This design comes from an exercise in tuning for small area, a short achievable clock period and few clock cycles per item on the open sky130 flow, not from production work. Function was checked by simulation only, so behaviour that the tests miss may differ from the original. Power is estimated from default activity; no workload was simulated.

== run a ==
// ex_stage
module ex_stage
#(
  parameter int unsigned WIDTH = 32
) (
  input  logic             clk,
  input  logic             rst,
  input  logic             in_valid,
  output logic             in_ready,
  input  logic [3:0]       operation,
  input  logic [WIDTH-1:0] op_a,
  input  logic [WIDTH-1:0] op_b,
  input  logic [4:0]       shamt,
  input  logic [4:0]       rd,
  input  logic             reg_write,
  input  logic             stall_in,
  input  logic             flush,
  output logic             out_valid,
  output logic [WIDTH-1:0] result,
  output logic             zero,
  output logic [4:0]       out_rd,
  output logic             out_reg_write,
  output logic             busy
);
  logic v0_q, v1_q;
  logic hold1_s, ld1_s, ld0_s;
  assign hold1_s  = v1_q & stall_in;
  assign ld1_s    = ~hold1_s;
  assign ld0_s    = ~(v0_q & hold1_s);
  assign in_ready = ld0_s;
  always_ff @(posedge clk) begin
    if (!rst || flush) begin
      v0_q <= 1'b0;
      v1_q <= 1'b0;
    end else begin
      if (ld0_s) v0_q <= in_valid;
      if (ld1_s) v1_q <= v0_q;
    end
  end
  logic op_mul, op_sll, op_srl, op_shift, op_sub, op_slt, op_useb;
  assign op_mul   = (operation == OP_MUL);
  assign op_sll   = (operation == OP_SLL);
  assign op_srl   = (operation == OP_SRL);
  assign op_shift = op_sll | op_srl;
  assign op_sub   = (operation == OP_SUB);
  assign op_slt   = (operation == OP_SLT);
  assign op_useb  = (operation == OP_ADD) | op_sub | op_slt | (operation == OP_AND) |
                    (operation == OP_OR) | (operation == OP_XOR) | (operation == OP_NOR);
  logic [31:0] a0_q;
  logic [11:0] one0_q, two0_q, neg0_q;
  logic        l_shift, l_other, l_mul, l_raw, l_hold;
  assign l_hold  = ~ld0_s;
  assign l_shift = ld0_s & op_shift;
  assign l_other = ld0_s & ~op_shift;
  assign l_mul   = ld0_s & op_mul;
  assign l_raw   = ld0_s & ~op_mul & ~op_shift;
  logic [31:0] b_rev, b_sh, b_pre, a_nx;
  always_comb begin
    for (int i = 0; i < 32; i++) b_rev[i] = op_b[31 - i];
    b_sh  = op_sll ? op_b : b_rev;
    b_pre = shamt[4] ? {b_sh[15:0], 16'd0} : b_sh;
  end
  assign a_nx = ({32{l_shift}} & b_pre) | ({32{l_other}} & op_a) | ({32{l_hold}} & a0_q);
  logic [11:0] one_nx, two_nx, neg_nx;
  logic [31:0] braw;
  assign braw = (op_sub | op_slt) ? ~op_b : op_b;
  always_comb begin
    for (int i = 0; i < 12; i++) begin
  ...
export LEC_CHECK = 0
export ABC_AREA = 1
export CAP_MARGIN = 20
export CORE_MARGIN = 2
export CORE_UTILIZATION = 40
export CTS_BUF_LIST = sky130_fd_sc_hd__clkbuf_8
export PLACE_DENSITY = 0.72
export SLEW_MARGIN = 20
export SYNTH_HIERARCHICAL = 1
create_clock -name core_clock -period 10.0 [get_ports {clk}]
standard.sh (not shown) runs the stock make flow with config.mk's settings and CLKGATE_MAP_FILE= SYNTH_SCRIPT=/design/flow/synth_recipe.tcl, a recipe that flattens the netlist after the stock synthesis.
==> flow/flow/run.sh <==
#!/bin/bash
# The standard layout; the port buffers use the smallest buffer cell
# (every input and output port still gets its own buffer).
set -euo pipefail
bash standard.sh SETUP_SLACK_MARGIN=5.5 "BUFFER_PORTS_ARGS=-buffer_cell sky130_fd_sc_hd__buf_1" finish > flow_make.log 2>&1
Testbench counts of run a, summed over its fixed seeds: cycles 13,329, items 12,000.
--- input diff run a..run b ---
==> flow/flow/run.sh <==
#!/bin/bash
# The standard layout, with two changes to how it is made (the clock period
# and constraints are the design's):
#  - the port buffers use the smallest buffer cell (every input and output
#    port still gets its own buffer);
#  - the timing repair aims for a setup margin of 5.25 ns instead of 5.
set -euo pipefail
bash standard.sh SETUP_SLACK_MARGIN=5.25 "BUFFER_PORTS_ARGS=-buffer_cell sky130_fd_sc_hd__buf_1" finish > flow_make.log 2>&1
Findings:
- Taking run a as the reference, in run b number of clock buffer instances in the layout went up 1, total wire length after detailed routing decreased by 4900 µm relative to the old numbers, count of cells along the worst register-to-register path decreased by 1 relative to the old numbers, fmax saw a decrease.

* * *

ex_stage again, from the RTL that the note above started with.
## ex_stage
module ex_stage
#(
  parameter int unsigned WIDTH = 32
) (
  input  logic             clk,
  input  logic             rst,
  input  logic             in_valid,
  output logic             in_ready,
  input  logic [3:0]       operation,
  input  logic [WIDTH-1:0] op_a,
  input  logic [WIDTH-1:0] op_b,
  input  logic [4:0]       shamt,
  input  logic [4:0]       rd,
  input  logic             reg_write,
  input  logic             stall_in,
  input  logic             flush,
  output logic             out_valid,
  output logic [WIDTH-1:0] result,
  output logic             zero,
  output logic [4:0]       out_rd,
  output logic             out_reg_write,
  output logic             busy
);
clock: 10.0 ns
lec_check: 0
abc_area: 1
cap_margin: 20
core_margin: 2
core_utilization: 40
cts_buf_list: sky130_fd_sc_hd__clkbuf_8
setup_slack_margin: 5
slew_margin: 20
synth_hierarchical: 1
==> flow/flow/run.sh <==
#!/bin/bash
# The standard layout; the port buffers use the smallest buffer cell
# (every input and output port still gets its own buffer).
set -euo pipefail
bash standard.sh "BUFFER_PORTS_ARGS=-buffer_cell sky130_fd_sc_hd__buf_1" finish > flow_make.log 2>&1
Testbench counts at the start, summed over its fixed seeds: cycles 13,329, items 12,000.
Edit:
CORE_UTILIZATION = 55   (was 40)
Effect: Synthesized area is unchanged. Power rises by a few percent. Clock power rises by roughly a tenth. Register-to-register slack improved by 60 ps. Design area stays flat. Sequential cell count does not change. Critical path depth falls by 2. Utilization rises by 16 points. Wire length rises slightly.
Edit:
==> flow/flow/run.sh (replaced) <==
#!/bin/bash
# The standard layout; the port buffers use the smallest buffer cell
# (every input and output port still gets its own buffer).
set -euo pipefail
bash standard.sh SETUP_SLACK_MARGIN=5.25 "BUFFER_PORTS_ARGS=-buffer_cell sky130_fd_sc_hd__buf_1" finish > flow_make.log 2>&1
CORE_UTILIZATION = 40   (was 55)
PLACE_DENSITY = 0.72   (was not set)
SETUP_SLACK_MARGIN = not set   (was 5)
The new run ran to the end with no violations. Clock skew is lower by 13 ps. Clock power came out lower by 4.8%. Via count increases by 0.81%. Die area is higher by 37%. Area after synthesis is unchanged.
Edit:
==> flow/flow/run.sh (replaced) <==
#!/bin/bash
# The standard layout; the port buffers use the smallest buffer cell
# (every input and output port still gets its own buffer).
set -euo pipefail
bash standard.sh "BUFFER_PORTS_ARGS=-buffer_cell sky130_fd_sc_hd__buf_1" finish > flow_make.log 2>&1
PLACE_DENSITY = 0.82   (was 0.72)
SETUP_SLACK_MARGIN = 5   (was not set)
=>
- sequential cell count is unchanged
- worst setup slack degrades by 270 ps
- first-iteration DRC count grows by 10%
- total power is lower by 1.8%

static timing again, ports no longer ideal:
Ports are ideal in the flow. The routed layouts listed here were re-timed in OpenROAD.
Step 1: set_driving_cell puts a clkbuf_16 on clk and a buf_2 on each other input, an assumption about the parent block.
Step 2 moves the port delays by t, midway between the first and last clock arrival at a register: inputs arrive t later, outputs are due t later. That takes back most of the time a late clock gives input paths.
a / b / c = no drivers / after step 1 / after step 2; a / b = the first two.
run | shift t [ns] | setup slack, ns | hold slack, ns | worst setup path after step 2 | slew at the worst register clock pin (ns)
run a | 0.574 | 5.499 / 5.450 / 5.038 | 0.433 / 0.433 / 0.433 | input to register | 0.11 / 0.11
run b | 0.544 | 5.249 / 5.222 / 4.911 | 0.434 / 0.434 / 0.434 | input to register | 0.10 / 0.10
the first run of note 2 | 0.553 | 4.931 / 4.931 / 4.680 | 0.431 / 0.431 / 0.431 | input to register | 0.11 / 0.11
the second run of note 2 | 0.545 | 4.995 / 4.995 / 4.769 | 0.432 / 0.432 / 0.432 | input to register | 0.13 / 0.13
the third run of note 2 | 0.544 | 5.249 / 5.222 / 4.911 | 0.434 / 0.434 / 0.434 | input to register | 0.10 / 0.10
the fourth run of note 2 | 0.568 | 4.974 / 4.974 / 4.747 | 0.429 / 0.429 / 0.429 | input to register | 0.11 / 0.11
After both steps every run listed still meets setup and hold. For run a, which loses most, drivers alone change the setup slack by -0.049 ns; drivers and shift together by -0.461 ns.
